This is an optimization exercise on Yosys and OpenROAD, whose aim is small area, a short achievable clock period and few clock cycles per item, not a production implementation.
The RTL was checked by simulation tests, not by an equivalence proof against the original design.
No activity file was given, so power comes from the tool's default toggle rates.

`flow/run.sh`:
```
#!/bin/bash
# The standard layout (the standard.sh: ORFS synthesis through finish),
# with two changes:
# - the buffers that placement puts on the input and output ports are buf_2
#   cells instead of ORFS's default choice for sky130hd, a slow delay cell
#   (clkdlybuf4s50_1); every port still gets its own buffer;
# - clock tree synthesis uses clkbuf_4/clkbuf_8 and adds no dummy loads
#   (ORFS's own arguments otherwise).
# The make output goes to flow_make.log; ORFS keeps each step's log under
# orfs/logs/.
set -euo pipefail
export BUFFER_PORTS_ARGS="-buffer_cell sky130_fd_sc_hd__buf_2"
export CTS_ARGS="-sink_clustering_enable -repair_clock_nets -buf_list {sky130_fd_sc_hd__clkbuf_4 sky130_fd_sc_hd__clkbuf_8} -dont_use_dummy_load"
bash standard.sh finish > flow_make.log 2>&1
```
`standard.sh`:
```
#!/bin/bash
# synth_recipe.tcl (not shown) runs the flow's synth.tcl, then flattens the netlist and writes it again
# the make line also repeats each setting of config.mk as NAME=value (left out here)
make -C /OpenROAD-flow-scripts/flow DESIGN_CONFIG=/design/flow/config.mk WORK_HOME=/design/flow/orfs CLKGATE_MAP_FILE= SYNTH_SCRIPT=/design/flow/synth_recipe.tcl "${@:-finish}"
```
`config.mk`:
```
export PLATFORM = sky130hd
export DESIGN_NAME = date_text_to_day_number
export DESIGN_NICKNAME = date_text_to_day_number
export VERILOG_FILES = /design/flow/design.v
export SDC_FILE = /design/flow/constraint.sdc
export NUM_CORES = 4
export LEC_CHECK = 0
export ABC_CLOCK_PERIOD_IN_PS = 2800
export CAP_MARGIN = 20
export CORE_MARGIN = 2
export CORE_UTILIZATION = 40
export CTS_BUF_LIST = sky130_fd_sc_hd__clkbuf_4 sky130_fd_sc_hd__clkbuf_8
export PLACE_DENSITY = 0.75
export SETUP_SLACK_MARGIN = 4.7
export SLEW_MARGIN = 20
```
`constraint.sdc`:
```
create_clock -name core_clock -period 7.5 [get_ports {i_clk}]
set_input_delay 1.5000 -clock core_clock [delete_from_list [all_inputs] [get_ports {i_clk}]]
set_output_delay 1.5000 -clock core_clock [all_outputs]
set_load 0.01 [all_outputs]
```
`design.v`:
```
`timescale 1ns / 1ps
`default_nettype none
package dtdn_pkg;
    function automatic logic [9:0] cum_days_b(input logic [3:0] k);
        cum_days_b = ({10{k == 4'd0}} & 10'd95)
            | ({10{k == 4'd1}} & 10'd95)
            | ({10{k == 4'd2}} & 10'd126)
            | ({10{k == 4'd3}} & 10'd154)
            | ({10{k == 4'd4}} & 10'd185)
            | ({10{k == 4'd5}} & 10'd215)
            | ({10{k == 4'd6}} & 10'd246)
            | ({10{k == 4'd7}} & 10'd276)
            | ({10{k == 4'd8}} & 10'd307)
            | ({10{k == 4'd9}} & 10'd338)
            | ({10{k == 4'd10}} & 10'd368)
            | ({10{k == 4'd11}} & 10'd399)
            | ({10{k == 4'd12}} & 10'd429)
            | ({10{k == 4'd13}} & 10'd95)
            | ({10{k == 4'd14}} & 10'd95)
            | ({10{k == 4'd15}} & 10'd95);
    endfunction
    function automatic logic [21:0] tab0(input logic [9:0] k);
        tab0 = ({22{k[1]}} & 22'd365242)
            | ({22{k[2]}} & 22'd730485)
            | ({22{k[3]}} & 22'd1095727)
            | ({22{k[4]}} & 22'd1460970)
            | ({22{k[5]}} & 22'd1826212)
            | ({22{k[6]}} & 22'd2191455)
            | ({22{k[7]}} & 22'd2556697)
            | ({22{k[8]}} & 22'd2921940)
            | ({22{k[9]}} & 22'd3287182);
    endfunction
    function automatic logic [21:0] tab1(input logic [9:0] k);
        tab1 = ({22{k[1]}} & 22'd36524)
            | ({22{k[2]}} & 22'd73048)
            | ({22{k[3]}} & 22'd109572)
            | ({22{k[4]}} & 22'd146096)
            | ({22{k[5]}} & 22'd182620)
            | ({22{k[6]}} & 22'd219144)
            | ({22{k[7]}} & 22'd255668)
            | ({22{k[8]}} & 22'd292192)
            | ({22{k[9]}} & 22'd328716);
    endfunction
    function automatic logic [21:0] tab2(input logic [9:0] k);
        tab2 = ({22{k[1]}} & 22'd3652)
            | ({22{k[2]}} & 22'd7305)
            | ({22{k[3]}} & 22'd10957)
            | ({22{k[4]}} & 22'd14610)
            | ({22{k[5]}} & 22'd18262)
            | ({22{k[6]}} & 22'd21915)
            | ({22{k[7]}} & 22'd25567)
            | ({22{k[8]}} & 22'd29220)
            | ({22{k[9]}} & 22'd32872);
    endfunction
    function automatic logic [11:0] tab3(input logic [9:0] k, input logic codd, input logic z);
        tab3 = ({12{k[1] && !codd && !z}} & 12'd366)
            | ({12{k[2] && !codd && !z}} & 12'd731)
            | ({12{k[3] && !codd && !z}} & 12'd1096)
            | ({12{k[4] && !codd && !z}} & 12'd1461)
            | ({12{k[5] && !codd && !z}} & 12'd1827)
            | ({12{k[6] && !codd && !z}} & 12'd2192)
            | ({12{k[7] && !codd && !z}} & 12'd2557)
            | ({12{k[8] && !codd && !z}} & 12'd2922)
            | ({12{k[9] && !codd && !z}} & 12'd3288)
            | ({12{k[0] && !codd && z}} & 12'd1)
            | ({12{k[1] && !codd && z}} & 12'd366)
            | ({12{k[2] && !codd && z}} & 12'd731)
            | ({12{k[3] && !codd && z}} & 12'd1096)
            | ({12{k[4] && !codd && z}} & 12'd1461)
            | ({12{k[5] && !codd && z}} & 12'd1827)
            | ({12{k[6] && !codd && z}} & 12'd2192)
            | ({12{k[7] && !codd && z}} & 12'd2557)
            | ({12{k[8] && !codd && z}} & 12'd2922)
            | ({12{k[9] && !codd && z}} & 12'd3288)
            | ({12{k[0] && codd && !z}} & 12'd1)
            | ({12{k[1] && codd && !z}} & 12'd366)
            | ({12{k[2] && codd && !z}} & 12'd731)
            | ({12{k[3] && codd && !z}} & 12'd1097)
            | ({12{k[4] && codd && !z}} & 12'd1462)
            | ({12{k[5] && codd && !z}} & 12'd1827)
            | ({12{k[6] && codd && !z}} & 12'd2192)
            | ({12{k[7] && codd && !z}} & 12'd2558)
            | ({12{k[8] && codd && !z}} & 12'd2923)
            | ({12{k[9] && codd && !z}} & 12'd3288)
            | ({12{k[0] && codd && z}} & 12'd1)
            | ({12{k[1] && codd && z}} & 12'd366)
            | ({12{k[2] && codd && z}} & 12'd731)
            | ({12{k[3] && codd && z}} & 12'd1097)
            | ({12{k[4] && codd && z}} & 12'd1462)
            | ({12{k[5] && codd && z}} & 12'd1827)
            | ({12{k[6] && codd && z}} & 12'd2192)
            | ({12{k[7] && codd && z}} & 12'd2558)
            | ({12{k[8] && codd && z}} & 12'd2923)
            | ({12{k[9] && codd && z}} & 12'd3288);
    endfunction
endpackage
`default_nettype wire
`timescale 1ns / 1ps
`timescale 1ns / 1ps
`timescale 1ns / 1ps
`timescale 1ns / 1ps
`default_nettype none
module date_text_to_day_number (
    input  wire logic   i_clk,
    input  wire logic   i_rst_n,
    input  wire logic          i_char_valid,
    output logic               o_char_ready,
    input  wire logic [7:0]    i_char_code,
    input  wire logic          i_char_last,
    output logic               o_day_valid,
    input  wire logic          i_day_ready,
    output logic [21:0]        o_day_number,
    output logic               o_day_status
);
    localparam logic [3:0] S_M0 = 4'd0, S_M1 = 4'd1, S_M2 = 4'd2,
                           S_D0 = 4'd4, S_D1 = 4'd5, S_OK = 4'd6, S_BAD = 4'd7,
                           S_Y0 = 4'd8, S_Y1 = 4'd9, S_Y2 = 4'd10, S_Y3 = 4'd11,
                           S_D2 = 4'd12;
    logic       r_rdy;
    logic       e_v, e_sl, e_last;
    logic [9:0] e_ohn;      
    logic [9:0] e_oh;
    logic       e_dig;      
    logic [3:0] e_d;
    logic [3:0]  r_st;
    logic [3:0]  r_mon;      
    logic        gt2;        
    logic [6:0]  r_day;
    logic        r_dadd;     
    logic        r_aodd;     
    logic        r_codd;     
    logic        r_z;        
    logic        r_gt, r_eq;  
    logic [21:0] r_acc;      
    logic        r_c1;       
    logic        r_c2;       
    logic        r_c3;       
    logic        r_status;
    logic        r_pend;     
    logic        r_ov;
    logic        yd;         
    logic [1:0]  pos;        
    logic        acc_evt, busy, consume, fin;
    logic [3:0]  n_st, st_next;
    logic [3:0]  n_mon;
    logic [6:0]  n_day;
    logic [21:0] op1, op2, op2m;
    logic        add, zero;
    logic [3:0]  p;
    logic [3:0]  r_p;        
    logic [3:0]  p_next;
    logic        busy_next;
    logic [9:0]  cum_b;
    logic [7:0]  s0;
    logic [7:0]  s1;
    logic [6:0]  s2;
    logic [5:0]  s3;
    logic [1:0]  c1;
    logic        leap_c;
    logic        ok;
    logic        n_gt, n_eq;
    logic [3:0]  ref_d;
    logic        ov_next, pend_next;
    logic        ev_next_v, ev_next_dig, ev_next_last;
    logic        in_dig, in_sl;
    logic [9:0]  in_oh;
    assign e_oh = ~e_ohn;
    always_comb begin
        e_d[0]  = e_oh[1] | e_oh[3] | e_oh[5] | e_oh[7] | e_oh[9];
        e_d[1]  = e_oh[2] | e_oh[3] | e_oh[6] | e_oh[7];
        e_d[2]  = e_oh[4] | e_oh[5] | e_oh[6] | e_oh[7];
        e_d[3]  = e_oh[8] | e_oh[9];
        yd      = e_dig && r_st[3];
        pos     = r_st[1:0];
        acc_evt = e_last || yd;
        busy    = r_ov || r_pend;
        consume = e_v && !(acc_evt && busy);
        fin     = consume && e_last;
        n_st   = r_st;
        n_mon  = r_mon;
        n_day  = r_day;
        case (r_st)
            S_M0: begin
                if (e_dig)     begin n_st = S_M1; n_mon = e_d; end
                else if (e_sl) begin n_st = S_D0; n_mon = 4'd0; n_day = 7'd0; end
                else           n_st = S_BAD;
            end
            S_M1: begin
                if (e_dig) begin
                    n_st = S_M2;
                    if (r_mon == 4'd0)                         n_mon = e_d;
                    else if (r_mon == 4'd1 && e_d <= 4'd2)     n_mon = 4'd10 + e_d;
                    else                                       n_mon = 4'd15;
                end
                else if (e_sl) begin n_st = S_D0; n_day = 7'd0; end
                else           n_st = S_BAD;
            end
            S_M2: begin
                if (e_dig)     begin n_st = S_D1; n_day = {3'd0, e_d}; end
                else if (e_sl) begin n_st = S_D0; n_day = 7'd0; end
                else           n_st = S_BAD;
            end
            S_D0: begin
                if (e_dig)     begin n_st = S_D1; n_day = {3'd0, e_d}; end
                else if (e_sl) n_st = S_Y0;
                else           n_st = S_BAD;
            end
            S_D1: begin
                if (e_dig)     begin n_st = S_D2; n_day = 7'({3'd0, r_day[3:0]} * 7'd10 + {3'd0, e_d}); end
                else if (e_sl) n_st = S_Y0;
                else           n_st = S_BAD;
            end
            S_D2: begin
                if (e_dig)     n_st = S_Y1;
                else if (e_sl) n_st = S_Y0;
                else           n_st = S_BAD;
            end
            S_Y0: begin
                if (e_dig)     n_st = S_Y1;
                else           n_st = S_BAD;
            end
            S_Y1: begin
                if (e_dig)     n_st = S_Y2;
                else           n_st = S_BAD;
            end
            S_Y2: begin
                if (e_dig)     n_st = S_Y3;
                else           n_st = S_BAD;
            end
            S_Y3: begin
                if (e_dig)     n_st = S_OK;
                else           n_st = S_BAD;
            end
            S_OK:    ;
            default: n_st = S_BAD;
        endcase
        case (pos)
            2'd0:    ref_d = 4'd1;
            2'd1:    ref_d = 4'd7;
            2'd2:    ref_d = 4'd5;
            default: ref_d = 4'd2;
        endcase
        n_gt = r_gt;
        n_eq = r_eq;
        if (yd) begin
            if (pos == 2'd0 || r_eq) begin
                n_gt = (e_d > ref_d);
                n_eq = (e_d == ref_d);
            end
        end
        ok = (n_st == S_OK) && (n_gt || n_eq) && (r_mon != 4'd15);
        c1[1] = r_aodd ? (|e_oh[9:6]) : (|e_oh[9:8]);
        c1[0] = r_aodd ? (|e_oh[5:2]) : (|e_oh[7:4]);
        gt2 = (r_mon > 4'd2);
        if (e_oh[0]) leap_c = gt2 && !r_codd && !r_z;
        else         leap_c = gt2 && (r_codd ? (e_oh[2] | e_oh[6]) : (e_oh[4] | e_oh[8]));
        p = r_p;
        op2 = ({22{p[0]}} & dtdn_pkg::tab0(e_oh))
            | ({22{p[1]}} & (dtdn_pkg::tab1(e_oh) | {20'd0, c1}))
            | ({22{p[2]}} & dtdn_pkg::tab2(e_oh))
            | ({22{p[3]}} & {10'd0, dtdn_pkg::tab3(e_oh, r_codd, r_z)});
        add  = consume && yd;
        zero = fin && !ok;
        cum_b = dtdn_pkg::cum_days_b(r_mon);
        op1  = p[0] ? {13'd6942, cum_b[8:0]} : r_acc;
        op2m = op2 | {15'd0, {7{r_dadd}} & r_day};
        s0 = {1'b0, op1[5:0], 1'b1}   + {1'b0, op2m[5:0], p[3] && leap_c};
        s1 = {1'b0, op1[11:6], 1'b1}  + {1'b0, op2m[11:6], r_c1};
        s2 = {1'b0, op1[16:12], 1'b1} + {1'b0, op2m[16:12], r_c2};
        s3 = {op1[21:17], 1'b1}       + {op2m[21:17], r_c3};
    end
    assign in_dig = (i_char_code[7:4] == 4'h3) && (i_char_code[3:0] <= 4'd9);
    always_comb begin
        for (int k = 0; k < 10; k++) in_oh[k] = (i_char_code == 8'(8'h30 + k));
    end
    assign in_sl  = (i_char_code == 8'h2F);
    always_comb begin
        ov_next   = (r_ov && !i_day_ready) || (r_pend && !r_c1 && !r_c2 && !r_c3 && !r_dadd);
        pend_next = fin || (r_pend && (r_c1 || r_c2 || r_c3 || r_dadd));
        if (r_rdy) begin
            ev_next_v    = i_char_valid;
            ev_next_dig  = in_dig;
            ev_next_last = i_char_last;
        end else begin
            ev_next_v    = e_v && !consume;
            ev_next_dig  = e_dig;
            ev_next_last = e_last;
        end
        st_next = !consume ? r_st : (e_last ? S_M0 : n_st);
        busy_next = ov_next || pend_next;
        p_next[0] = st_next[3] && !st_next[1] && !st_next[0] && !busy_next;
        p_next[1] = st_next[3] && !st_next[1] &&  st_next[0] && !busy_next;
        p_next[2] = st_next[3] &&  st_next[1] && !st_next[0] && !busy_next;
        p_next[3] = st_next[3] &&  st_next[1] &&  st_next[0] && !busy_next;
    end
    always_ff @(posedge i_clk) begin
        if (!i_rst_n) begin
            e_v   <= 1'b0;
            r_rdy <= 1'b1;
        end else begin
            e_v   <= ev_next_v;
            r_rdy <= !(busy_next && ev_next_v &&
                       (ev_next_last || (ev_next_dig && st_next[3])));
        end
    end
    always_ff @(posedge i_clk) begin
        if (!e_v || consume) begin
            e_ohn  <= (r_rdy && i_char_valid) ? ~in_oh : 10'h3ff;
            e_dig  <= r_rdy && i_char_valid && in_dig;
            e_sl   <= in_sl;
            e_last <= i_char_last;
        end
    end
    always_ff @(posedge i_clk) begin
        if (!i_rst_n) begin
            r_st   <= S_M0;
            r_p    <= 4'd0;
            r_ov   <= 1'b0;
            r_pend <= 1'b0;
            r_c1   <= 1'b0;
            r_c2   <= 1'b0;
            r_c3   <= 1'b0;
            r_dadd <= 1'b0;
        end else begin
            r_ov   <= ov_next;
            r_pend <= pend_next;
            r_p    <= p_next;
            r_c1   <= !zero && s0[7];
            r_dadd <= add && pos == 2'd3 && !zero;
            r_c2   <= !zero && s1[7];
            r_c3   <= !zero && s2[6];
            if (consume) begin
                r_st <= e_last ? S_M0 : n_st;
            end
        end
    end
    always_ff @(posedge i_clk) begin
        if (consume) begin
            r_mon  <= n_mon;
            r_day  <= n_day;
        end
        if (consume && yd) begin
            r_gt <= n_gt;
            r_eq <= n_eq;
            case (pos)
                2'd0: r_aodd <= e_d[0];
                2'd1: r_aodd <= (2'({r_aodd, 1'b0} + e_d[1:0]) == 2'd0);
                2'd2: begin
                    r_codd <= e_d[0];
                    r_z    <= (e_d == 4'd0) && !r_aodd;
                end
                default: ;
            endcase
        end
        if (zero) begin
            r_acc <= 22'd0;
        end else begin
            r_acc <= {s3[5:1], s2[5:1], s1[6:1], s0[6:1]};
        end
        if (fin) begin
            r_status <= !ok;
        end
    end
    assign o_char_ready = r_rdy;
    assign o_day_valid  = r_ov;
    assign o_day_number = r_acc;
    assign o_day_status = r_status;
endmodule
`default_nettype wire
```
==> impl_metrics.py, run 1 <==
metrics = {
    "clocking": {
        "htreeDepth": 3,
        "cts_made_buffers": 9,
        "clockBufferDepth": 2,
        "cts_hold_buf": 0,
        "clk_pin_slew_ns": 0.08,
        "cts_tree": "built",
        "root_buffer": "clkbuf_8",
        "clock_latency_ns": 0.37,
        "cts.sinks": 68,
    },
    "grt": {
        "grt_max_degree": 53,
        "track_usage": 0.2021,
        "overflow": 0,
        "antenna_found_initial": 0,
        "grt_pass1_vias": 4823,
        "grt_pass1_wl_um": 23210,
    },
    "power": {
        "power_uw": 722.1,
        "irDropWorstVdd_v": 0.0001310,
        "p_leak_nw": 2.816,
        "powerDensity_nw_per_um2": 117.4,
    },
    "placed_design": {
        "dpl_worst_slack_ns": 4.205,
        "placed_cell_area_um2": 5497,
        "place_hpwl_um": 9726,
        "gp_congestion": 0.9447,
        "portBuffers": 37,
        "dp_cells": 830,
    },
    "timing": {
        "setup_viol": 0,
        "fin_setup_tns_ns": 0,
        "timing.hold.ws_ns": 0.5635,
        "fin_crit_ns": 2.851,
        "clock.fmax_mhz": 350.7,
        "rsz0062_at_grt": "yes",
        "tightestPinTransition_ns": 0.8351,
        "fin_crit_sh": 0.3801,
        "relSlewSlack": 0.4432,
        "slew_violations": 0,
        "finalWorstSetupSlack_ns": 4.649,
        "hold_violations": 0,
        "finClkSkew_ns": 0.01925,
    },
    "yosys": {
        "synthTopCellsByCount": "nand2_1 (67), nor2_1 (60), o21ai_0 (57)",
        "yosysMostFrequentCell": "nand2_1",
        "synth_xor_area_frac": 0.02997,
        "synth_edf_count": 30,
        "synthAdderAreaFrac": 0.1061,
        "synthSimpleGateAreaFrac": 0.2438,
        "yosysTopAreaCellShare": 0.1713,
        "postSynthCellCount": 658,
        "avgSynthCellArea_um2": 7.994,
        "ys.flop_type": "dfxtp_1",
        "synth_area_um2": 5260,
        "synthMuxAreaShare": 0.009990,
        "yosysSeqAreaShare": 0.3159,
        "synth_cell_types": 64,
        "yosys-top-cells-area": "edfxtp_1 (17%), dfxtp_1 (14%), ha_1 (8.3%)",
        "ys_ff_latch": 68,
        "syn_nets": 712,
        "synth_compound_area_frac": 0.2210,
        "synth_warnings": 1,
        "synth_top_area_cell": "edfxtp_1",
        "synthArstFlopShare": 0,
        "synth_top_family_by_area": "simple AND/OR/NAND/NOR gates",
    },
    "final_layout": {
        "antenna_cells": 0,
        "drive_above_1_share": 0.1947,
        "final_nets": 770,
        "post-route-util": 0.4835,
        "fin_cells": 886,
        "finalInstanceArea_um2": 6151,
        "area_growth_pct": 16.94,
    },
    "detailed_routing": {
        "met1_length_um": 6232,
        "first_pass_iters": 6,
        "wire_per_inst_um": 16.62,
        "dr_total_vias": 5157,
        "top_layer": "met4",
        "met2_length_um": 6675,
        "drc": 0,
        "dr_wl_met3_um": 1227,
        "viasPerCell": 5.821,
        "first_iter_violations": 495,
        "wl_um": 14730,
        "drtAntennaViolNets": 0,
    },
    "flow_run": {
        "max-cap-violations": 0,
    },
    "setup_path": {
        "required_ns": 7.78,
        "worstPathArrival_ns": 3.13,
        "cp_max_fo": 8,
        "regToRegStartpoint": "e_ohn[7]$_SDFFCE_PN1N_",
        "crit_start": "e_ohn[7]$_SDFFCE_PN1N_",
        "path_class": "reg2reg",
        "start_kind": "flip-flop",
        "end_kind": "flip-flop",
    },
    "floorplan": {
        "die_width_um": 118.7,
        "num_rows": 41,
        "initial_core_util": 0.4135,
        "die_h_um": 118.7,
        "ioPinCount": 38,
        "die_area_um2": 14080,
        "core_um2": 12720,
    },
    "min_path": {
        "min_from": "r_rdy$_SDFF_PN1_",
        "hp-class": "reg2reg",
    },
    "outcome": {
        "status": "finished clean",
    },
}
## sequential cells by signal (all words and copies together), names as in the netlist, 4 cells and up
register  count
r_day         7
r_st          4
r_acc        22
e_ohn        10
r_mon         4
r_p           4
## worst paths after layout
kind	endpoint	slack (ns)	depth (start not counted)
max	r_acc[5]$_SDFF_PP0_	4.65	11
min	r_rdy$_SDFF_PN1_	0.56	1
max reg2reg	r_acc[5]$_SDFF_PP0_	4.65	11
min reg2reg	r_rdy$_SDFF_PN1_	0.56	1
## worst max-delay path, stage by stage, from the launching register on
cell       delay, ns
edfxtp_1        0.53
nand4_1         0.22
buf_4           0.21
ha_4            0.27
nand4_1         0.14
o2111ai_2       0.26
o22a_1          0.16
o22ai_1         0.08
o31a_1          0.37
buf_4           0.18
clkbuf_16       0.16
nor3_1          0.17
## what timing repair did
action / CTS / global route
setup buffers: 33 / 12
endpoints found under the setup margin: 34 / 34
gates resized for setup: 7 / 35
pin swaps: 2 / 11
gates cloned: 0 / 2
## kinds of logic after synthesis
family                   after synthesis
XOR/XNOR                              18
flip-flops                            68
multiplexers                           5
AND/OR/NAND/NOR                      256
adder cells (fa/ha/maj)               41
buffers and inverters                 94
AO/OA/AOI/OAI                        176
## cells in the final DEF, fill, tap and decap left out, types with 6 or more instances in the layout
cell / netlist / routed
a21o_1: 10 / 10
a21oi_1: 30 / 28
a22oi_1: 8 / 8
and2_1: 8 / 8
buf_2: 8 / 37
buf_4: 0 / 44
clkbuf_8: 0 / 9
dfxtp_1: 38 / 34
edfxtp_1: 30 / 30
fa_1: 6 / 6
ha_1: 35 / 31
inv_1: 55 / 55
nand2_1: 67 / 64
nand2b_1: 7 / 7
nand3_1: 25 / 24
nand4_1: 14 / 14
nor2_1: 60 / 60
nor2b_1: 24 / 23
nor3_1: 14 / 13
nor3b_1: 8 / 7
o21ai_0: 57 / 49
o21ai_1: 1 / 8
o221ai_1: 8 / 8
o31ai_1: 6 / 6
or2_2: 10 / 10
xnor2_1: 13 / 13
## power breakdown
| group | leakage, nW | internal, mW | total [mW] | switching [mW] |
|---|---|---|---|---|
| logic | 2.17 | 0.0371 | 0.0871 | 0.0500 |
| clock network | 0.0647 | 0.107 | 0.233 | 0.127 |
| registers | 0.579 | 0.393 | 0.402 | 0.00892 |
## routing by layer
metal  vias to the layer above  global-route usage
met1                      2358              0.2663
met5                         -                   0
met4                         0              0.1004
met3                        62             0.04151
met2                       278              0.3136
li1                       2459                   -
## cell type report
class | count | area [um2]
Multi-Input combinational cell | 496 | 3331
Inverter | 55 | 206.4
Tap cell | 172 | 215.2
Clock buffer | 9 | 123.9
Timing Repair Buffer | 86 | 608.1
Sequential cell | 68 | 1667
Fill cell | 1250 | 6571
Testbench counts, summed over its fixed seeds: cycles 28,567, items 3,200.
==> run 2: changes to the inputs <==
--- a/config.mk
+++ b/config.mk
@@ -10,6 +10,6 @@
 export CORE_MARGIN = 2
 export CORE_UTILIZATION = 40
 export CTS_BUF_LIST = sky130_fd_sc_hd__clkbuf_4 sky130_fd_sc_hd__clkbuf_8
-export PLACE_DENSITY = 0.75
+export PLACE_DENSITY = 0.3
 export SETUP_SLACK_MARGIN = 4.7
 export SLEW_MARGIN = 20
==> run 2 against run 1 <==
Cell count unchanged. Sequential share of layout area decreased by 0.081 points. Core utilization grew 0.11 points. Synthesized cell count stayed put. Non-clock buffer count stayed put. Sequential power is essentially flat. Final area increased by 0.22%. Largest cell class unchanged. Global-route usage up 2.7 points. Still clean on timing, DRC and antenna.
==> impl_metrics.py, run 2 <==
metrics = {
    "grt": {
        "track_usage": 0.2289,
        "grt_pass1_vias": 4772,
        "grt_use_met2": 0.3958,
        "gr-usage-met3": 0.04730,
        "grt_pass1_wl_um": 25130,
        "grt_max_degree": 53,
        "antenna_found_initial": 0,
        "overflow": 0,
        "use_met1": 0.2826,
        "busiest_layer": "met2",
    },
    "power": {
        "irDropWorstVdd_v": 0.00009106,
        "p_leak_nw": 2.825,
        "powerDensity_nw_per_um2": 118.4,
    },
    "detailed_routing": {
        "wire_per_inst_um": 18.02,
        "first_pass_iters": 5,
        "drtAntennaViolNets": 0,
        "viasPerCell": 5.651,
        "first_iter_violations": 304,
        "drc": 0,
        "dr_total_vias": 5007,
        "wl_um": 15970,
    },
    "floorplan": {
        "die_area_um2": 14080,
        "die_h_um": 118.7,
        "initial_core_util": 0.4135,
        "ioPinCount": 38,
        "core_um2": 12720,
        "num_rows": 41,
        "die_width_um": 118.7,
    },
    "placed_design": {
        "portBuffers": 37,
        "gp_congestion": 0.8839,
        "dp_cells": 831,
        "place_hpwl_um": 11140,
        "dpl_worst_slack_ns": 3.966,
    },
    "yosys": {
        "yosysSeqAreaShare": 0.3159,
        "ys_ff_latch": 68,
        "avgSynthCellArea_um2": 7.994,
        "synthArstFlopShare": 0,
        "ys.flop_type": "dfxtp_1",
        "synth_warnings": 1,
        "synth_area_um2": 5260,
        "synth_cell_types": 64,
        "synth_top_area_cell": "edfxtp_1",
        "synth_edf_count": 30,
        "yosysMostFrequentCell": "nand2_1",
        "postSynthCellCount": 658,
        "syn_nets": 712,
        "yosysTopAreaCellShare": 0.1713,
        "yosys-top-cells-area": "edfxtp_1 (17%), dfxtp_1 (14%), ha_1 (8.3%)",
        "synthTopCellsByCount": "nand2_1 (67), nor2_1 (60), o21ai_0 (57)",
    },
    "min_path": {
        "hp-class": "reg2reg",
    },
    "clocking": {
        "cts_hold_buf": 0,
        "cts_made_buffers": 9,
        "clk_pin_slew_ns": 0.07,
        "htreeDepth": 3,
        "clock_latency_ns": 0.37,
        "clockBufferDepth": 2,
        "cts_tree": "built",
        "root_buffer": "clkbuf_8",
        "cts.sinks": 68,
    },
    "setup_path": {
        "start_kind": "flip-flop",
        "cp_max_fo": 11,
        "crit_buf_inv": 3,
        "worstPathArrival_ns": 2.98,
        "critPathMaxStageDelay_ns": 0.44,
        "path_class": "reg2reg",
        "slowest_stage": "ha_1",
        "required_ns": 7.77,
        "critical_path.cell_chain": "inv_1 > ha_1 > inv_1 > o21ai_1 > o2111ai_1 > nand3b_1 > o31a_4 > buf_12 > nor4_2",
        "end_kind": "flip-flop",
        "critPathTopFamily": "compound AO/OA/AOI/OAI gates",
        "cpMostUsedCell": "inv_1",
    },
    "timing": {
        "clock.fmax_mhz": 369.4,
        "finalWorstSetupSlack_ns": 4.793,
        "hold_violations": 0,
        "tightestPinTransition_ns": 0.8421,
        "rsz0062_at_grt": "yes",
        "fin_crit_ns": 2.707,
        "setup_viol": 0,
        "fin_setup_tns_ns": 0,
        "timing.hold.ws_ns": 0.5463,
        "finClkSkew_ns": 0.01725,
        "fin_crit_sh": 0.3609,
        "relSlewSlack": 0.4386,
        "slew_violations": 0,
    },
    "final_layout": {
        "top_register": "r_acc",
        "post-route-util": 0.4846,
        "area_growth_pct": 17.20,
        "antenna_cells": 0,
        "n_fill_cell": 1334,
        "drive_above_1_share": 0.2017,
        "final_nets": 770,
        "top_regs": "r_acc (22), e_ohn (10), r_day (7)",
        "mostFrequentLayoutCell": "nand2_1",
        "final_cell_mix": "nand2_1 (65), nor2_1 (60), inv_1 (53)",
        "largest_reg_flops": 22,
        "fin_cells": 886,
    },
    "flow_run": {
        "max-cap-violations": 0,
    },
    "outcome": {
        "status": "finished clean",
    },
}
run 2: cell type report:
class	instances	area, um2	share of cell area
tap	172	215.2	0.03491
sequential	68	1665	0.2701
timing repair buffer	86	598.1	0.09702
inverter	55	210.2	0.03410
multi-input combinational	496	3352	0.5437
clock buffer	9	123.9	0.02009
run 2: report_power, final:
part | internal, mW | switching (mW)
Sequential | 0.393 | 0.00910
Combinational | 0.0378 | 0.0517
Clock | 0.107 | 0.132
Total | 0.537 | 0.192
run 2: worst reg2reg max path, stage by stage (launching register included):
cell and delay (ns):
dfxtp_2 0.36, inv_1 0.11, ha_1 0.44, inv_1 0.14, o21ai_1 0.23, o2111ai_1 0.24
nand3b_1 0.27, o31a_4 0.43, buf_12 0.17, nor4_2 0.23
run 2: cells by family after synthesis:
group | count (synthesis) | share of synthesized area
compound gates | 176 | 0.2210
xor+xnor | 18 | 0.02997
fa+ha+maj | 41 | 0.1061
buf+inv | 94 | 0.07326
flops | 68 | 0.3159
mux | 5 | 0.009990
simple gates | 256 | 0.2438
run 2: final timing paths:
check / start / to / slack, ns / cells past startpoint
hold reg to reg: r_rdy$_SDFF_PN1_ / r_rdy$_SDFF_PN1_ / 0.55 / 1
setup / recovery: r_st[1]$_SDFF_PN0_ / r_c2$_SDFF_PN0_ / 4.79 / 9
hold / removal: r_rdy$_SDFF_PN1_ / r_rdy$_SDFF_PN1_ / 0.55 / 1
setup reg to reg: r_st[1]$_SDFF_PN0_ / r_c2$_SDFF_PN0_ / 4.79 / 9
run 2: per-stage QoR:
stage / total power, mW / instance area (um2)
5_1_grt: 0.7600 / 6165
3_5_place_dp: 0.4884 / 5504
4_1_cts: 0.7284 / 5941
6_report: 0.7297 / 6165
2_1_floorplan: 0.4654 / 5260
3_3_place_gp: 0.4876 / 5504
run 2: per-layer routing:
| metal | vias up | wire (um) |
|---|---|---|
| met1 | 2399 | 7051 |
| met3 | 21 | 665 |
| li1 | 2459 | - |
| met5 | - | 0 |
| met4 | 0 | 329 |
| met2 | 128 | 7920 |
run 2: what timing repair did:
item	CTS	global route
gates resized for setup	13	37
pin swaps	4	10
setup endpoints to repair	38	34
gates cloned	0	2
buffers inserted	38	6
==> run 3: changes to the inputs <==
--- a/config.mk
+++ b/config.mk
@@ -10,6 +10,5 @@
 export CORE_MARGIN = 2
 export CORE_UTILIZATION = 40
 export CTS_BUF_LIST = sky130_fd_sc_hd__clkbuf_4 sky130_fd_sc_hd__clkbuf_8
-export PLACE_DENSITY = 0.3
 export SETUP_SLACK_MARGIN = 4.7
 export SLEW_MARGIN = 20
==> run 3 against run 2 <==
Highest routed layer unchanged. Critical endpoint is now r_acc[5]$_SDFF_PP0_. Synthesized area unchanged. Largest power group unchanged. Combinational power is 9.1% lower. Non-clock buffer count shrank 1.
==> impl_metrics.py, run 3 <==
metrics = {
    "outcome": {
        "status": "finished clean",
    },
    "grt": {
        "antenna_found_initial": 0,
        "track_usage": 0.2123,
        "grt_pass1_vias": 4791,
        "grt_max_degree": 53,
        "grt_pass1_wl_um": 24010,
        "overflow": 0,
    },
    "min_path": {
        "holdPathStages": 1,
        "min_to": "r_rdy$_SDFF_PN1_",
        "min_from": "r_rdy$_SDFF_PN1_",
        "hp-class": "reg2reg",
    },
    "setup_path": {
        "regToRegStartpoint": "r_codd$_DFFE_PP_",
        "path_class": "reg2reg",
        "start_kind": "flip-flop",
        "cp_max_fo": 6,
        "worstPathArrival_ns": 3.07,
        "r2r.worst_path.cells": 12,
        "required_ns": 7.75,
        "r2r_slack_ns": 4.68,
        "rr_endpoint": "r_acc[5]$_SDFF_PP0_",
        "end_kind": "flip-flop",
    },
    "yosys": {
        "synth_top_area_cell": "edfxtp_1",
        "syn_nets": 712,
        "synth_top_family_by_area": "simple AND/OR/NAND/NOR gates",
        "yosysSeqAreaShare": 0.3159,
        "ys_ff_latch": 68,
        "synthArstFlopShare": 0,
        "yosysMostFrequentCell": "nand2_1",
        "synthTopCellsByCount": "nand2_1 (67), nor2_1 (60), o21ai_0 (57)",
        "ys.flop_type": "dfxtp_1",
        "synth_area_um2": 5260,
        "synth_cell_types": 64,
        "synthAdderAreaFrac": 0.1061,
        "yosysTopAreaCellShare": 0.1713,
        "postSynthCellCount": 658,
        "synthSimpleGateAreaFrac": 0.2438,
        "synth_compound_area_frac": 0.2210,
        "synth_edf_count": 30,
        "yosys-top-cells-area": "edfxtp_1 (17%), dfxtp_1 (14%), ha_1 (8.3%)",
        "synth_xor_area_frac": 0.02997,
        "avgSynthCellArea_um2": 7.994,
        "synth_warnings": 1,
        "synthMuxAreaShare": 0.009990,
    },
    "detailed_routing": {
        "met2_length_um": 6916,
        "top_layer": "met4",
        "wl_um": 14860,
        "first_pass_iters": 5,
        "met1_length_um": 6612,
        "dr_wl_met3_um": 979,
        "viasPerCell": 5.759,
        "drtAntennaViolNets": 0,
        "dr_total_vias": 5097,
        "wire_per_inst_um": 16.79,
        "first_iter_violations": 395,
        "drc": 0,
    },
    "floorplan": {
        "initial_core_util": 0.4135,
        "die_area_um2": 14080,
        "die_width_um": 118.7,
        "num_rows": 41,
        "ioPinCount": 38,
        "core_um2": 12720,
        "die_h_um": 118.7,
    },
    "final_layout": {
        "top_register": "r_acc",
        "post-route-util": 0.4747,
        "multi_input_area_um2": 3264,
        "drive_above_1_share": 0.1795,
        "final_nets": 769,
        "mostFrequentLayoutCell": "nand2_1",
        "top_regs": "r_acc (22), e_ohn (10), r_day (7)",
        "final_cell_mix": "nand2_1 (65), nor2_1 (60), inv_1 (55)",
        "area_growth_pct": 14.82,
        "antenna_cells": 0,
        "n_fill_cell": 1314,
        "largest_reg_flops": 22,
        "regArea_um2": 1667,
    },
    "placed_design": {
        "portBuffers": 37,
        "gp_congestion": 0.9075,
        "place_hpwl_um": 10350,
    },
    "power": {
        "irDropWorstVdd_v": 0.0001132,
        "swShare": 0.2610,
        "p_switching_uw": 188.3,
        "p_clk_frac": 0.330,
        "internal_power_uw": 533.1,
        "powerDensity_nw_per_um2": 119.5,
        "power_frac_seq": 0.557,
        "p_leak_nw": 2.785,
        "p_comb_frac": 0.113,
    },
    "clocking": {
        "clk_pin_slew_ns": 0.08,
        "cts.sinks": 68,
        "clock_latency_ns": 0.37,
        "root_buffer": "clkbuf_8",
        "clockBufferDepth": 2,
        "cts_tree": "built",
        "cts_made_buffers": 9,
        "htreeDepth": 3,
    },
    "timing": {
        "hold_violations": 0,
        "rsz0062_at_grt": "yes",
        "fin_setup_tns_ns": 0,
        "fin_crit_sh": 0.3759,
        "tightestPinTransition_ns": 0.8467,
        "slew_violations": 0,
        "clock.fmax_mhz": 354.7,
        "relSlewSlack": 0.4355,
        "setup_viol": 0,
        "fin_crit_ns": 2.819,
        "finClkSkew_ns": 0.01980,
    },
    "flow_run": {
        "max-cap-violations": 0,
    },
}
[run 3: cell counts after synthesis]
No cell type changed its count.
[run 3: power by group through the flow]
stage          registers, mW  logic (mW)  clock network (mW)
2_1_floorplan          0.405      0.0601                   0
3_3_place_gp           0.410      0.0746                   0
3_5_place_dp           0.410      0.0760                   0
4_1_cts                0.402      0.0776               0.247
5_1_grt                0.403      0.0913               0.259
6_report               0.402      0.0814               0.238
[run 3: logic make-up after synthesis]
kind of cell	after synthesis
AND/OR/NAND/NOR	256
buffers and inverters	94
flip-flops	68
adder cells (fa/ha/maj)	41
multiplexers	5
XOR/XNOR	18
AO/OA/AOI/OAI	176
[run 3: per-stage QoR]
stage	std cells	cell area (um2)	hold WS [ns]	power (mW)	setup WS, ns
finish	885	6040	0.5454	0.7215	4.681
global route	885	6040	0.6002	0.7527	4.501
CTS	868	5849	0.5491	0.7266	4.710
detailed placement	830	5497	0.5283	0.4862	4.216
global placement	830	5497	0.5154	0.4844	4.232
floorplan	658	5260	0.5029	0.4654	4.770
[run 3: timing repair]
| action | in CTS | in global routing |
|---|---|---|
| endpoints found under the hold margin | 0 | 0 |
| cloned | 0 | 1 |
| endpoints found under the setup margin | 34 | 37 |
| hold buffers | 0 | 0 |
| buffers inserted | 29 | 16 |
| gates resized for setup | 5 | 19 |
| pin swaps | 2 | 4 |
[run 3: worst max-delay path by stage]
stage | startpoint | endpoint | cells after the start
CTS | r_st[0]$_SDFF_PN0_ | r_acc[1]$_SDFF_PP0_ | 9
floorplan | r_mon[1]$_DFFE_PP_ | r_c2$_SDFF_PN0_ | 12
finish | r_codd$_DFFE_PP_ | r_acc[5]$_SDFF_PP0_ | 12
detailed placement | e_ohn[6]$_SDFFCE_PN1N_ | r_c2$_SDFF_PN0_ | 9
global route | e_ohn[8]$_SDFFCE_PN1N_ | r_acc[5]$_SDFF_PP0_ | 12
global placement | e_ohn[6]$_SDFFCE_PN1N_ | r_c2$_SDFF_PN0_ | 9
[run 3: area by class of cell]
cell class | instances | share of cell area
sequential | 68 | 0.2759
timing repair buffer | 85 | 0.09323
multi-input combinational | 496 | 0.5405
clock buffer | 9 | 0.02051
inverter | 55 | 0.03418
tap | 172 | 0.03563
[run 3: per-layer routing]
metal / global-route usage / up-vias
met5: 0 / -
met3: 0.04875 / 36
li1: - / 2457
met4: 0.07664 / 0
met2: 0.3384 / 208
met1: 0.2807 / 2396
[run 3: critical path, cell delays in order, from the launching register on]
cell	delay [ns]
edfxtp_1	0.51
nor2_1	0.14
mux2_2	0.34
nand4_1	0.09
a221o_1	0.20
inv_1	0.07
fa_1	0.41
nor2b_1	0.16
o21ai_0	0.11
a21boi_0	0.27
o21ai_0	0.15
a21boi_0	0.19
nor3_1	0.07
==> run 4: changes to the inputs <==
--- a/config.mk
+++ b/config.mk
@@ -10,5 +10,6 @@
 export CORE_MARGIN = 2
 export CORE_UTILIZATION = 40
 export CTS_BUF_LIST = sky130_fd_sc_hd__clkbuf_4 sky130_fd_sc_hd__clkbuf_8
-export SETUP_SLACK_MARGIN = 4.7
+export PLACE_DENSITY = 0.4
+export SETUP_SLACK_MARGIN = 4.85
 export SLEW_MARGIN = 20
==> run 4 against run 3 <==
Still clean. Via count increased by 0.41%. Register-to-register slack improved by 0.09 ns. Clock skew is 0.0039 ns higher. Non-clock buffer count increased by 25. Largest cell class unchanged. Highest routed layer unchanged.
==> impl_metrics.py, run 4 <==
metrics = {
    "power": {
        "irDropWorstVdd_v": 0.00009171,
        "powerDensity_nw_per_um2": 111.8,
        "power_uw": 735.2,
        "p_leak_nw": 2.955,
    },
    "placed_design": {
        "portBuffers": 37,
        "placed_cell_area_um2": 5505,
        "dp_cells": 831,
        "place_hpwl_um": 11100,
        "gp_congestion": 0.8578,
    },
    "yosys": {
        "yosysSeqAreaShare": 0.3159,
        "postSynthCellCount": 658,
        "synth_edf_count": 30,
        "yosys-top-cells-area": "edfxtp_1 (17%), dfxtp_1 (14%), ha_1 (8.3%)",
        "synth_area_um2": 5260,
        "yosysMostFrequentCell": "nand2_1",
        "ys.flop_type": "dfxtp_1",
        "synth_cell_types": 64,
        "synthArstFlopShare": 0,
        "synth_warnings": 1,
        "syn_nets": 712,
        "synthTopCellsByCount": "nand2_1 (67), nor2_1 (60), o21ai_0 (57)",
        "yosysTopAreaCellShare": 0.1713,
        "ys_ff_latch": 68,
        "synth_top_area_cell": "edfxtp_1",
        "avgSynthCellArea_um2": 7.994,
    },
    "floorplan": {
        "die_h_um": 118.7,
        "num_rows": 41,
        "initial_core_util": 0.4135,
        "ioPinCount": 38,
        "core_um2": 12720,
        "die_width_um": 118.7,
        "die_area_um2": 14080,
    },
    "min_path": {
        "min_from": "r_rdy$_SDFF_PN1_",
        "holdPathStages": 1,
        "hp-class": "reg2reg",
    },
    "clocking": {
        "htreeDepth": 3,
        "cts_made_buffers": 9,
        "cts_tree": "built",
        "cts.sinks": 68,
        "cts_hold_buf": 0,
        "root_buffer": "clkbuf_8",
        "clockBufferDepth": 2,
        "clk_pin_slew_ns": 0.08,
        "clock_latency_ns": 0.36,
    },
    "timing": {
        "hold_violations": 0,
        "tightestPinTransition_ns": 0.7108,
        "fin_crit_ns": 2.726,
        "rsz0062_at_grt": "yes",
        "slew_violations": 0,
        "clock.fmax_mhz": 366.8,
        "finClkSkew_ns": 0.02373,
        "fin_crit_sh": 0.3635,
        "setup_viol": 0,
        "fin_setup_tns_ns": 0,
        "relSlewSlack": 0.5225,
    },
    "final_layout": {
        "antenna_cells": 0,
        "mostFrequentLayoutCell": "nand2_1",
        "top_regs": "r_acc (22), e_ohn (10), r_day (7)",
        "final_nets": 794,
        "fin_cells": 910,
        "n_fill_cell": 1274,
        "top_register": "r_acc",
        "multi_input_area_um2": 3533,
        "area_growth_pct": 25.05,
        "finalInstanceArea_um2": 6578,
        "drive_above_1_share": 0.2656,
        "largest_reg_flops": 22,
        "post-route-util": 0.5170,
        "final_cell_mix": "nand2_1 (64), buf_4 (60), inv_1 (54)",
        "regArea_um2": 1672,
    },
    "grt": {
        "antenna_found_initial": 0,
        "grt_max_degree": 53,
        "grt_pass1_vias": 4793,
        "overflow": 0,
        "grt_pass1_wl_um": 25150,
        "track_usage": 0.2280,
    },
    "setup_path": {
        "cp_max_fo": 5,
        "regToRegStartpoint": "e_ohn[2]$_SDFFCE_PN1N_",
        "end_kind": "flip-flop",
        "crit_start": "e_ohn[2]$_SDFFCE_PN1N_",
        "r2r.worst_path.cells": 11,
        "worstPathArrival_ns": 3.02,
        "required_ns": 7.80,
        "start_kind": "flip-flop",
        "path_class": "reg2reg",
    },
    "detailed_routing": {
        "wl_um": 16720,
        "drc": 0,
        "viasPerCell": 5.624,
        "wire_per_inst_um": 18.37,
        "first_iter_violations": 439,
        "dr_total_vias": 5118,
        "drtAntennaViolNets": 0,
        "first_pass_iters": 5,
    },
    "outcome": {
        "status": "finished clean",
    },
    "flow_run": {
        "max-cap-violations": 0,
    },
}
-- run 4: final cells by class --
type	instances	share of cell area
clock buffers	9	0.01883
well taps	172	0.03272
repair buffers	110	0.1257
multi-input cells	496	0.5372
inverters	55	0.03139
flip-flops and latches	68	0.2541
-- run 4: worst paths after layout --
path | end | slack, ns
max reg2reg | r_acc[5]$_SDFF_PP0_ | 4.77
min | r_rdy$_SDFF_PN1_ | 0.54
max | r_acc[5]$_SDFF_PP0_ | 4.77
min reg2reg | r_rdy$_SDFF_PN1_ | 0.54
-- run 4: cells by family (layout without fill, tap and decap cells) --
family | Yosys count | after routing | synth area share
xor+xnor | 18 | 18 | 0.02997
fa+ha+maj | 41 | 41 | 0.1061
compound gates | 176 | 176 | 0.2210
flops | 68 | 68 | 0.3159
mux | 5 | 5 | 0.009990
buf+inv | 94 | 174 | 0.07326
simple gates | 256 | 256 | 0.2438
-- run 4: what timing repair did --
| item | in CTS | in global routing |
|---|---|---|
| hold endpoints to repair | 0 | 0 |
| gates cloned | 0 | 3 |
| resized for setup | 33 | 74 |
| pin swaps | 8 | 42 |
| buffers inserted | 47 | 20 |
| setup endpoints to repair | 44 | 33 |
-- run 4: through the flow --
| stage | setup slack (ns) | hold slack [ns] |
|---|---|---|
| floorplan | 4.804 | 0.5029 |
| global placement | 4.113 | 0.5192 |
| detailed placement | 4.071 | 0.5340 |
| CTS | 4.786 | 0.5511 |
| global route | 4.602 | 0.5922 |
| finish | 4.774 | 0.5427 |
-- run 4: worst max-delay path, cell delays in order, from the launching register on --
cell and delay [ns]:
edfxtp_1 0.47, buf_4 0.20, a21bo_2 0.20, a221oi_1 0.37
nand2_1 0.17, fa_1 0.45, nor2b_4 0.15, o21ai_2 0.09
a21boi_2 0.17, o21ai_1 0.10, nor3b_2 0.16, nor3_2 0.13
-- run 4: metal layers --
layer | vias up | part of all wire | global-route usage
li1 | 2507 | - | -
met1 | 2404 | 0.43 | 0.2864
met2 | 162 | 0.48 | 0.3775
met3 | 45 | 0.051 | 0.04633
met4 | 0 | 0.032 | 0.09896
met5 | - | 0 | 0
-- run 4: power by group --
part           internal [mW]  total (mW)  leakage [nW]  switching, mW
logic                 0.0420      0.0974          2.31         0.0554
clock network          0.107       0.237        0.0647          0.130
registers              0.392       0.401         0.579        0.00869
==> run 5: changes to the inputs <==
--- a/config.mk
+++ b/config.mk
@@ -11,5 +11,5 @@
 export CORE_UTILIZATION = 40
 export CTS_BUF_LIST = sky130_fd_sc_hd__clkbuf_4 sky130_fd_sc_hd__clkbuf_8
 export PLACE_DENSITY = 0.4
-export SETUP_SLACK_MARGIN = 4.85
+export SETUP_SLACK_MARGIN = 4.7
 export SLEW_MARGIN = 20
==> run 5 against run 4 <==
Combinational power fell by 8.1%. Global-route usage rose by 0.092 points. Fmax rose by 0.72%. First-iteration DRC count fell by 31%. Via count fell by 2.2%. Hold slack improved by 0.0036 ns. Register-to-register slack improved by 0.02 ns. Sequential power barely moved. Critical path type unchanged. Largest power group unchanged. Highest routed layer unchanged.
==> impl_metrics.py, run 5 <==
metrics = {
    "outcome": {
        "status": "finished clean",
    },
    "timing": {
        "relSlewSlack": 0.4386,
        "tightestPinTransition_ns": 0.8421,
        "fin_crit_sh": 0.3609,
        "clock.fmax_mhz": 369.4,
        "rsz0062_at_grt": "yes",
        "fin_setup_tns_ns": 0,
        "hold_violations": 0,
        "finClkSkew_ns": 0.01725,
        "slew_violations": 0,
        "fin_crit_ns": 2.707,
        "setup_viol": 0,
    },
    "yosys": {
        "synth_edf_count": 30,
        "yosysMostFrequentCell": "nand2_1",
        "synthTopCellsByCount": "nand2_1 (67), nor2_1 (60), o21ai_0 (57)",
        "syn_nets": 712,
        "yosys-top-cells-area": "edfxtp_1 (17%), dfxtp_1 (14%), ha_1 (8.3%)",
        "avgSynthCellArea_um2": 7.994,
        "synth_top_area_cell": "edfxtp_1",
        "postSynthCellCount": 658,
        "synth_warnings": 1,
        "yosysTopAreaCellShare": 0.1713,
        "synthArstFlopShare": 0,
        "synth_area_um2": 5260,
        "yosysSeqAreaShare": 0.3159,
        "synth_cell_types": 64,
        "ys.flop_type": "dfxtp_1",
        "ys_ff_latch": 68,
    },
    "clocking": {
        "clockBufferDepth": 2,
        "clock_latency_ns": 0.37,
        "cts_made_buffers": 9,
        "cts.sinks": 68,
        "cts_tree": "built",
        "clk_pin_slew_ns": 0.07,
        "cts_hold_buf": 0,
        "htreeDepth": 3,
        "root_buffer": "clkbuf_8",
    },
    "setup_path": {
        "worstPathArrival_ns": 2.98,
        "cp-endpoint": "r_c2$_SDFF_PN0_",
        "start_kind": "flip-flop",
        "end_kind": "flip-flop",
        "regToRegStartpoint": "r_st[1]$_SDFF_PN0_",
        "cp_max_fo": 11,
        "crit_start": "r_st[1]$_SDFF_PN0_",
        "required_ns": 7.77,
        "r2r.worst_path.cells": 9,
        "r2r_slack_ns": 4.79,
        "path_class": "reg2reg",
        "rr_endpoint": "r_c2$_SDFF_PN0_",
    },
    "floorplan": {
        "initial_core_util": 0.4135,
        "die_area_um2": 14080,
        "die_h_um": 118.7,
        "ioPinCount": 38,
        "core_um2": 12720,
        "die_width_um": 118.7,
        "num_rows": 41,
    },
    "placed_design": {
        "gp_congestion": 0.8839,
        "place_hpwl_um": 11140,
        "portBuffers": 37,
    },
    "power": {
        "powerDensity_nw_per_um2": 118.4,
        "p_leak_nw": 2.825,
        "power_uw": 729.7,
        "irDropWorstVdd_v": 0.00009106,
    },
    "detailed_routing": {
        "drtAntennaViolNets": 0,
        "dr_total_vias": 5007,
        "wl_um": 15970,
        "wire_per_inst_um": 18.02,
        "viasPerCell": 5.651,
        "first_pass_iters": 5,
        "drc": 0,
        "first_iter_violations": 304,
    },
    "min_path": {
        "hp-class": "reg2reg",
    },
    "final_layout": {
        "largest_reg_flops": 22,
        "top_register": "r_acc",
        "final_cell_mix": "nand2_1 (65), nor2_1 (60), inv_1 (53)",
        "antenna_cells": 0,
        "final_nets": 770,
        "drive_above_1_share": 0.2017,
        "area_growth_pct": 17.20,
        "mostFrequentLayoutCell": "nand2_1",
        "top_regs": "r_acc (22), e_ohn (10), r_day (7)",
    },
    "flow_run": {
        "max-cap-violations": 0,
    },
    "grt": {
        "overflow": 0,
        "antenna_found_initial": 0,
        "grt_max_degree": 53,
        "track_usage": 0.2289,
        "grt_pass1_wl_um": 25130,
        "grt_pass1_vias": 4772,
    },
}
==> run 5: stage by stage <==
| stage | setup WS (ns) | hold WS [ns] | util | std cells | instance area (um2) |
|---|---|---|---|---|---|
| floorplan | 4.770 | 0.5029 | - | 658 | 5260 |
| global placement | 3.939 | 0.5273 | 0.4326 | 831 | 5504 |
| detailed placement | 3.966 | 0.5291 | 0.4326 | 831 | 5504 |
| CTS | 4.702 | 0.5511 | 0.4670 | 878 | 5941 |
| global route | 4.592 | 0.5884 | 0.4846 | 886 | 6165 |
| finish | 4.793 | 0.5463 | 0.4846 | 886 | 6165 |
==> run 5: worst min path at each step <==
stage | start | end | slack [ns] | cells past startpoint
after floorplan | r_pend$_SDFF_PN0_ | r_pend$_SDFF_PN0_ | 0.50 | 2
after global placement | r_rdy$_SDFF_PN1_ | r_rdy$_SDFF_PN1_ | 0.53 | 1
after detailed placement | r_rdy$_SDFF_PN1_ | r_rdy$_SDFF_PN1_ | 0.53 | 1
after CTS | r_rdy$_SDFF_PN1_ | r_rdy$_SDFF_PN1_ | 0.55 | 1
after global routing | r_pend$_SDFF_PN0_ | r_pend$_SDFF_PN0_ | 0.59 | 2
final | r_rdy$_SDFF_PN1_ | r_rdy$_SDFF_PN1_ | 0.55 | 1
==> run 5: layout make-up <==
class,count,area [um2]
Fill cell,1334,6558
Sequential cell,68,1665
Multi-Input combinational cell,496,3352
Inverter,55,210.2
Tap cell,172,215.2
Clock buffer,9,123.9
Timing Repair Buffer,86,598.1
==> run 5: repair_timing <==
action,in CTS,in global routing
setup buffers,38,6
resized for setup,13,37
pin swaps,4,10
gates cloned,0,2
endpoints found under the setup margin,38,34
==> run 5: kinds of logic after synthesis <==
kind of cell,synth area share
compound gates,0.2210
xor+xnor,0.02997
fa+ha+maj,0.1061
buf+inv,0.07326
flops,0.3159
mux,0.009990
simple gates,0.2438
==> run 5: worst max-delay path: stages (launching register included) <==
cell	delay, ns
dfxtp_2	0.36
inv_1	0.11
ha_1	0.44
inv_1	0.14
o21ai_1	0.23
o2111ai_1	0.24
nand3b_1	0.27
o31a_4	0.43
buf_12	0.17
nor4_2	0.22
==> run 5: routing by layer <==
metal  share of wire  routed length, um  global-route usage  vias to the layer above
li1                -                  -                   -                     2459
met1            0.44               7051              0.2826                     2399
met2            0.50               7920              0.3958                      128
met3           0.042                665             0.04730                       21
met4           0.021                329             0.07589                        0
met5               0                  0                   0                        -
==> run 5: where the power goes <==
part	switching, mW	leakage (nW)	internal (mW)	total, mW
Clock	0.132	0.0647	0.107	0.238
Sequential	0.00910	0.578	0.393	0.402
Combinational	0.0517	2.18	0.0378	0.0895
==> run 6: changes to the inputs <==
--- a/config.mk
+++ b/config.mk
@@ -13,3 +13,4 @@
 export PLACE_DENSITY = 0.4
 export SETUP_SLACK_MARGIN = 4.7
 export SLEW_MARGIN = 20
+export TNS_END_PERCENT = 20
==> run 6 against run 5 <==
Still clean. Setup slack got worse by 0.019 ns. Core utilization decreased by 0.069 points. Fmax decreased by 0.70%. Synthesized cell count unchanged. Sequential share of layout area about the same. Non-clock buffer count unchanged. Hold slack unchanged. Cell count unchanged. Critical path type unchanged. Largest cell class unchanged. Largest power group unchanged. Highest routed layer unchanged.
==> impl_metrics.py, run 6 <==
metrics = {
    "clocking": {
        "clock_latency_ns": 0.37,
        "clk_pin_slew_ns": 0.07,
        "htreeDepth": 3,
        "cts_made_buffers": 9,
        "clockBufferDepth": 2,
        "root_buffer": "clkbuf_8",
        "cts.sinks": 68,
        "cts_tree": "built",
    },
    "final_layout": {
        "antenna_cells": 0,
        "top_register": "r_acc",
        "fin_cells": 886,
        "drive_above_1_share": 0.1989,
        "final_cell_mix": "nand2_1 (65), nor2_1 (60), inv_1 (54)",
        "final_nets": 770,
        "largest_reg_flops": 22,
        "mostFrequentLayoutCell": "nand2_1",
        "top_regs": "r_acc (22), e_ohn (10), r_day (7)",
        "area_growth_pct": 17.03,
    },
    "setup_path": {
        "critical_path.cell_chain": "nand4_1 > buf_4 > a222oi_1 > o211ai_1 > ha_1 > a21oi_1 > inv_1 > a311oi_2 > o21bai_1 > xnor2_1 > nor2_1",
        "end_kind": "flip-flop",
        "path_class": "reg2reg",
        "rr_endpoint": "r_acc[4]$_SDFF_PP0_",
        "r2r.worst_path.cells": 11,
        "critPathMaxStageDelay_ns": 0.49,
        "slowest_stage": "edfxtp_1",
        "r2r_slack_ns": 4.77,
        "critPathTopFamily": "compound AO/OA/AOI/OAI gates",
        "worstPathArrival_ns": 2.97,
        "crit_buf_inv": 2,
        "cp-endpoint": "r_acc[4]$_SDFF_PP0_",
        "cp_max_fo": 6,
        "regToRegStartpoint": "e_ohn[4]$_SDFFCE_PN1N_",
        "critical_path_depth": 11,
        "crit_start": "e_ohn[4]$_SDFFCE_PN1N_",
        "start_kind": "flip-flop",
        "required_ns": 7.75,
    },
    "detailed_routing": {
        "dr_wl_met3_um": 768,
        "drtAntennaViolNets": 0,
        "viasPerCell": 5.666,
        "met1_length_um": 7011,
        "drc": 0,
        "wire_per_inst_um": 18.06,
        "top_layer": "met4",
        "wl_um": 16000,
        "first_iter_violations": 338,
        "dr_total_vias": 5020,
        "met2_length_um": 7795,
        "first_pass_iters": 7,
    },
    "power": {
        "irDropWorstVdd_v": 0.00009132,
        "powerDensity_nw_per_um2": 118.3,
        "p_leak_nw": 2.821,
    },
    "timing": {
        "finClkSkew_ns": 0.01726,
        "finalWorstSetupSlack_ns": 4.774,
        "clock.fmax_mhz": 366.8,
        "rsz0062_at_grt": "yes",
        "fin_crit_sh": 0.3635,
        "fin_crit_ns": 2.726,
        "setup_viol": 0,
        "relSlewSlack": 0.4218,
        "tightestPinTransition_ns": 0.8673,
        "hold_violations": 0,
        "fin_setup_tns_ns": 0,
        "slew_violations": 0,
    },
    "floorplan": {
        "die_h_um": 118.7,
        "ioPinCount": 38,
        "num_rows": 41,
        "die_width_um": 118.7,
        "core_um2": 12720,
        "die_area_um2": 14080,
        "initial_core_util": 0.4135,
    },
    "grt": {
        "grt_pass1_wl_um": 25130,
        "antenna_found_initial": 0,
        "overflow": 0,
        "grt_max_degree": 53,
        "grt_pass1_vias": 4772,
        "track_usage": 0.2289,
    },
    "yosys": {
        "synth_area_um2": 5260,
        "avgSynthCellArea_um2": 7.994,
        "synth_edf_count": 30,
        "postSynthCellCount": 658,
        "synth_top_area_cell": "edfxtp_1",
        "yosys-top-cells-area": "edfxtp_1 (17%), dfxtp_1 (14%), ha_1 (8.3%)",
        "ys.flop_type": "dfxtp_1",
        "yosysSeqAreaShare": 0.3159,
        "synthTopCellsByCount": "nand2_1 (67), nor2_1 (60), o21ai_0 (57)",
        "synthArstFlopShare": 0,
        "synth_cell_types": 64,
        "synth_warnings": 1,
        "syn_nets": 712,
        "yosysMostFrequentCell": "nand2_1",
        "ys_ff_latch": 68,
        "yosysTopAreaCellShare": 0.1713,
    },
    "min_path": {
        "hp-class": "reg2reg",
    },
    "placed_design": {
        "dpl_worst_slack_ns": 3.966,
        "dp_cells": 831,
        "place_hpwl_um": 11140,
        "portBuffers": 37,
        "gp_congestion": 0.8839,
    },
    "flow_run": {
        "max-cap-violations": 0,
    },
    "outcome": {
        "status": "finished clean",
    },
}
==> run 6: cell counts after synthesis <==
No cell type changed its count.
==> run 6: cell families after synthesis <==
family                     share of synthesized area
muxes                                       0.009990
adders and majority gates                     0.1061
DFF                                           0.3159
and+or+nand+nor                               0.2438
buffers and inverters                        0.07326
AOI/OAI and AO/OA                             0.2210
xor gates and xnor gates                     0.02997
==> run 6: worst min path at each step <==
stage                                   end  cells past startpoint              start
after detailed placement   r_rdy$_SDFF_PN1_                      1   r_rdy$_SDFF_PN1_
after global placement     r_rdy$_SDFF_PN1_                      1   r_rdy$_SDFF_PN1_
after global routing      r_pend$_SDFF_PN0_                      2  r_pend$_SDFF_PN0_
after CTS                  r_rdy$_SDFF_PN1_                      1   r_rdy$_SDFF_PN1_
final                      r_rdy$_SDFF_PN1_                      1   r_rdy$_SDFF_PN1_
after floorplan           r_pend$_SDFF_PN0_                      2  r_pend$_SDFF_PN0_
==> run 6: cell type report <==
type                            count  area [um2]
Fill cell                        1332        6566
Clock buffer                        9       123.9
Tap cell                          172       215.2
Inverter                           55       206.4
Multi-Input combinational cell    496        3347
Sequential cell                    68        1665
Timing Repair Buffer               86       598.1
==> run 6: power breakdown <==
part	leakage (nW)	internal (mW)	switching (mW)
Sequential	0.578	0.393	0.00909
Clock	0.0647	0.107	0.131
Combinational	2.18	0.0377	0.0515
Total	2.82	0.537	0.191
==> run 6: routing by layer <==
| layer | global-route usage | up-vias |
|---|---|---|
| met4 | 0.07589 | 0 |
| met5 | 0 | - |
| li1 | - | 2464 |
| met3 | 0.04730 | 30 |
| met2 | 0.3958 | 133 |
| met1 | 0.2826 | 2393 |
==> run 6: timing repair <==
item	4_1_cts	5_1_grt
pin swaps	4	10
hold buffers	0	0
gates resized for setup	12	37
setup buffers	38	6
endpoints found under the setup margin	38	34
gates cloned	0	2
==> run 6: per-stage QoR <==
step	power, mW	area (um2)	utilization	hold slack, ns
2_1_floorplan	0.4654	5260	-	0.5029
3_3_place_gp	0.4876	5504	0.4326	0.5273
3_5_place_dp	0.4884	5504	0.4326	0.5291
4_1_cts	0.7284	5941	0.4670	0.5511
5_1_grt	0.7598	6156	0.4839	0.5884
6_report	0.7285	6156	0.4839	0.5463
==> run 7: changes to the inputs <==
--- a/config.mk
+++ b/config.mk
@@ -6,11 +6,10 @@
 export NUM_CORES = 4
 export LEC_CHECK = 0
 export ABC_CLOCK_PERIOD_IN_PS = 2800
-export CAP_MARGIN = 20
+export CAP_MARGIN = 5
 export CORE_MARGIN = 2
 export CORE_UTILIZATION = 40
 export CTS_BUF_LIST = sky130_fd_sc_hd__clkbuf_4 sky130_fd_sc_hd__clkbuf_8
 export PLACE_DENSITY = 0.4
 export SETUP_SLACK_MARGIN = 4.7
-export SLEW_MARGIN = 20
-export TNS_END_PERCENT = 20
+export SLEW_MARGIN = 5
==> run 7 against run 6 <==
First-iteration DRC count fell by 10%. Setup slack gained 0.019 ns. Register-to-register slack better by 0.02 ns. Critical path depth shrank 2. Sequential power is essentially flat. Clock skew hardly changed. Fmax is 0.71% higher. Non-clock buffer count is the same. Sequential share of layout area barely moved. Wire length shrank 0.24%. Global-route usage is the same. Critical endpoint is now r_c2$_SDFF_PN0_.
==> impl_metrics.py, run 7 <==
metrics = {
    "clocking": {
        "cts_tree": "built",
        "clock_latency_ns": 0.37,
        "root_buffer": "clkbuf_8",
        "clk_pin_slew_ns": 0.07,
        "cts.sinks": 68,
        "clockBufferDepth": 2,
    },
    "timing": {
        "fin_setup_tns_ns": 0,
        "clock.fmax_mhz": 369.4,
        "fin_crit_ns": 2.707,
        "fin_crit_sh": 0.3609,
        "slew_violations": 0,
        "tightestPinTransition_ns": 0.8421,
    },
    "grt": {
        "use_met1": 0.2826,
        "gr-usage-met3": 0.04730,
        "grt_use_met2": 0.3958,
        "grt_pass1_vias": 4772,
        "grt_pass1_wl_um": 25130,
        "overflow": 0,
        "grt_max_degree": 53,
        "busiest_layer": "met2",
    },
    "yosys": {
        "synthArstFlopShare": 0,
        "synth_area_um2": 5260,
        "ys_ff_latch": 68,
        "postSynthCellCount": 658,
        "avgSynthCellArea_um2": 7.994,
        "synth_warnings": 1,
        "synth_edf_count": 30,
        "synth_top_area_cell": "edfxtp_1",
        "yosysSeqAreaShare": 0.3159,
        "yosysTopAreaCellShare": 0.1713,
    },
    "detailed_routing": {
        "drc": 0,
        "wl_um": 15970,
        "dr_total_vias": 5007,
        "viasPerCell": 5.651,
        "drtAntennaViolNets": 0,
        "first_pass_iters": 5,
    },
    "placed_design": {
        "portBuffers": 37,
        "gp_congestion": 0.8839,
    },
    "setup_path": {
        "critPathMaxStageDelay_ns": 0.44,
        "cp_max_fo": 11,
        "slowest_stage": "ha_1",
        "required_ns": 7.77,
        "critPathTopFamily": "compound AO/OA/AOI/OAI gates",
        "critical_path.cell_chain": "inv_1 > ha_1 > inv_1 > o21ai_1 > o2111ai_1 > nand3b_1 > o31a_4 > buf_12 > nor4_2",
        "cpMostUsedCell": "inv_1",
        "r2r_slack_ns": 4.79,
        "start_kind": "flip-flop",
        "regToRegStartpoint": "r_st[1]$_SDFF_PN0_",
        "worstPathArrival_ns": 2.98,
        "rr_endpoint": "r_c2$_SDFF_PN0_",
        "crit_buf_inv": 3,
    },
    "final_layout": {
        "multi_input_area_um2": 3352,
        "largest_reg_flops": 22,
        "n_fill_cell": 1334,
        "final_cell_mix": "nand2_1 (65), nor2_1 (60), inv_1 (53)",
        "area_growth_pct": 17.20,
        "drive_above_1_share": 0.2017,
        "top_regs": "r_acc (22), e_ohn (10), r_day (7)",
    },
    "floorplan": {
        "die_h_um": 118.7,
        "die_width_um": 118.7,
        "initial_core_util": 0.4135,
        "die_area_um2": 14080,
        "num_rows": 41,
        "ioPinCount": 38,
        "core_um2": 12720,
    },
    "min_path": {
        "holdPathStages": 1,
        "hp-class": "reg2reg",
    },
    "power": {
        "p_leak_nw": 2.825,
        "power_uw": 729.7,
        "irDropWorstVdd_v": 0.00009106,
    },
    "outcome": {
        "status": "finished clean",
    },
}
-- run 7: how the worst max path moves through the flow --
stage	to	start	slack, ns
after floorplan	r_c2$_SDFF_PN0_	r_mon[1]$_DFFE_PP_	4.77
after global placement	r_c1$_SDFF_PN0_	e_ohn[6]$_SDFFCE_PN1N_	3.94
after detailed placement	r_c1$_SDFF_PN0_	e_ohn[6]$_SDFFCE_PN1N_	3.97
after CTS	r_c1$_SDFF_PN0_	r_st[0]$_SDFF_PN0_	4.70
after global routing	r_acc[5]$_SDFF_PP0_	e_ohn[7]$_SDFFCE_PN1N_	4.59
final	r_c2$_SDFF_PN0_	r_st[1]$_SDFF_PN0_	4.79
-- run 7: repair_timing --
action | in CTS | in global routing
setup endpoints to repair | 38 | 34
pin swaps | 4 | 10
buffers inserted | 38 | 6
resized for setup | 13 | 37
hold buffers | 0 | 0
hold endpoints to repair | 0 | 0
gates cloned | 0 | 2
-- run 7: cell type report --
cell class,instances,share of cell area
Timing Repair Buffer,86,0.09702
Sequential cell,68,0.2701
Clock buffer,9,0.02009
Tap cell,172,0.03491
Multi-Input combinational cell,496,0.5437
Inverter,55,0.03410
-- run 7: metrics by stage --
stage	cell area, um2	worst slack (ns)	cells	hold slack, ns	utilization
final	6165	4.793	886	0.5463	0.4846
after global routing	6165	4.592	886	0.5884	0.4846
after CTS	5941	4.702	878	0.5511	0.4670
after detailed placement	5504	3.966	831	0.5291	0.4326
after global placement	5504	3.939	831	0.5273	0.4326
after floorplan	5260	4.770	658	0.5029	-
-- run 7: worst reg2reg max path, cell delays in order (launching register included) --
cell and delay (ns):
dfxtp_2 0.36, inv_1 0.11, ha_1 0.44, inv_1 0.14
o21ai_1 0.23, o2111ai_1 0.24, nand3b_1 0.27, o31a_4 0.43
buf_12 0.17, nor4_2 0.23
-- run 7: logic make-up after synthesis --
kind of cell / count (synthesis) / synth area share
AND/OR/NAND/NOR: 256 / 0.2438
AO/OA/AOI/OAI: 176 / 0.2210
multiplexers: 5 / 0.009990
buffers and inverters: 94 / 0.07326
XOR/XNOR: 18 / 0.02997
adder cells (fa/ha/maj): 41 / 0.1061
flip-flops: 68 / 0.3159
-- run 7: per-layer routing --
layer,up-vias,routed length (um)
met5,-,0
met4,0,329
met3,21,665
met2,128,7920
met1,2399,7051
li1,2459,-
-- run 7: power breakdown --
part | internal [mW] | switching (mW)
combinational | 0.0378 | 0.0517
sequential | 0.393 | 0.00910
clock | 0.107 | 0.132

what the ideal ports hide:
How much do the figures lean on ideal ports? The routed layouts below were timed once more, with nothing changed but the port constraints.
Step 1 assumes that a clkbuf_16 drives the clock port and a buf_2 every other input.
Step 2, shift: input delay + t, output delay - t, t = (earliest + latest rising clock arrival at the registers) / 2. This alone moves slack from input paths to output paths.
a / b / c = ideal ports / drivers / drivers and shift; a / b = the first two.
run	t, ns	setup WS [ns]	worst data-port slew with drivers (ns)	cell pins on the clock port's net
run 1	0.389	4.649 / 4.649 / 4.537	0.03	1
run 2	0.400	4.793 / 4.793 / 4.608	0.03	1
run 3	0.392	4.681 / 4.681 / 4.555	0.03	1
run 4	0.388	4.774 / 4.774 / 4.655	0.03	1
run 5	0.400	4.793 / 4.793 / 4.608	0.03	1
run 6	0.397	4.774 / 4.774 / 4.456	0.03	1
run 7	0.400	4.793 / 4.793 / 4.608	0.03	1
After both steps setup and hold are still met in every run listed. The setup slack of run 6, which loses most, moves by 0.000 ns with the drivers and by -0.318 ns with both steps.
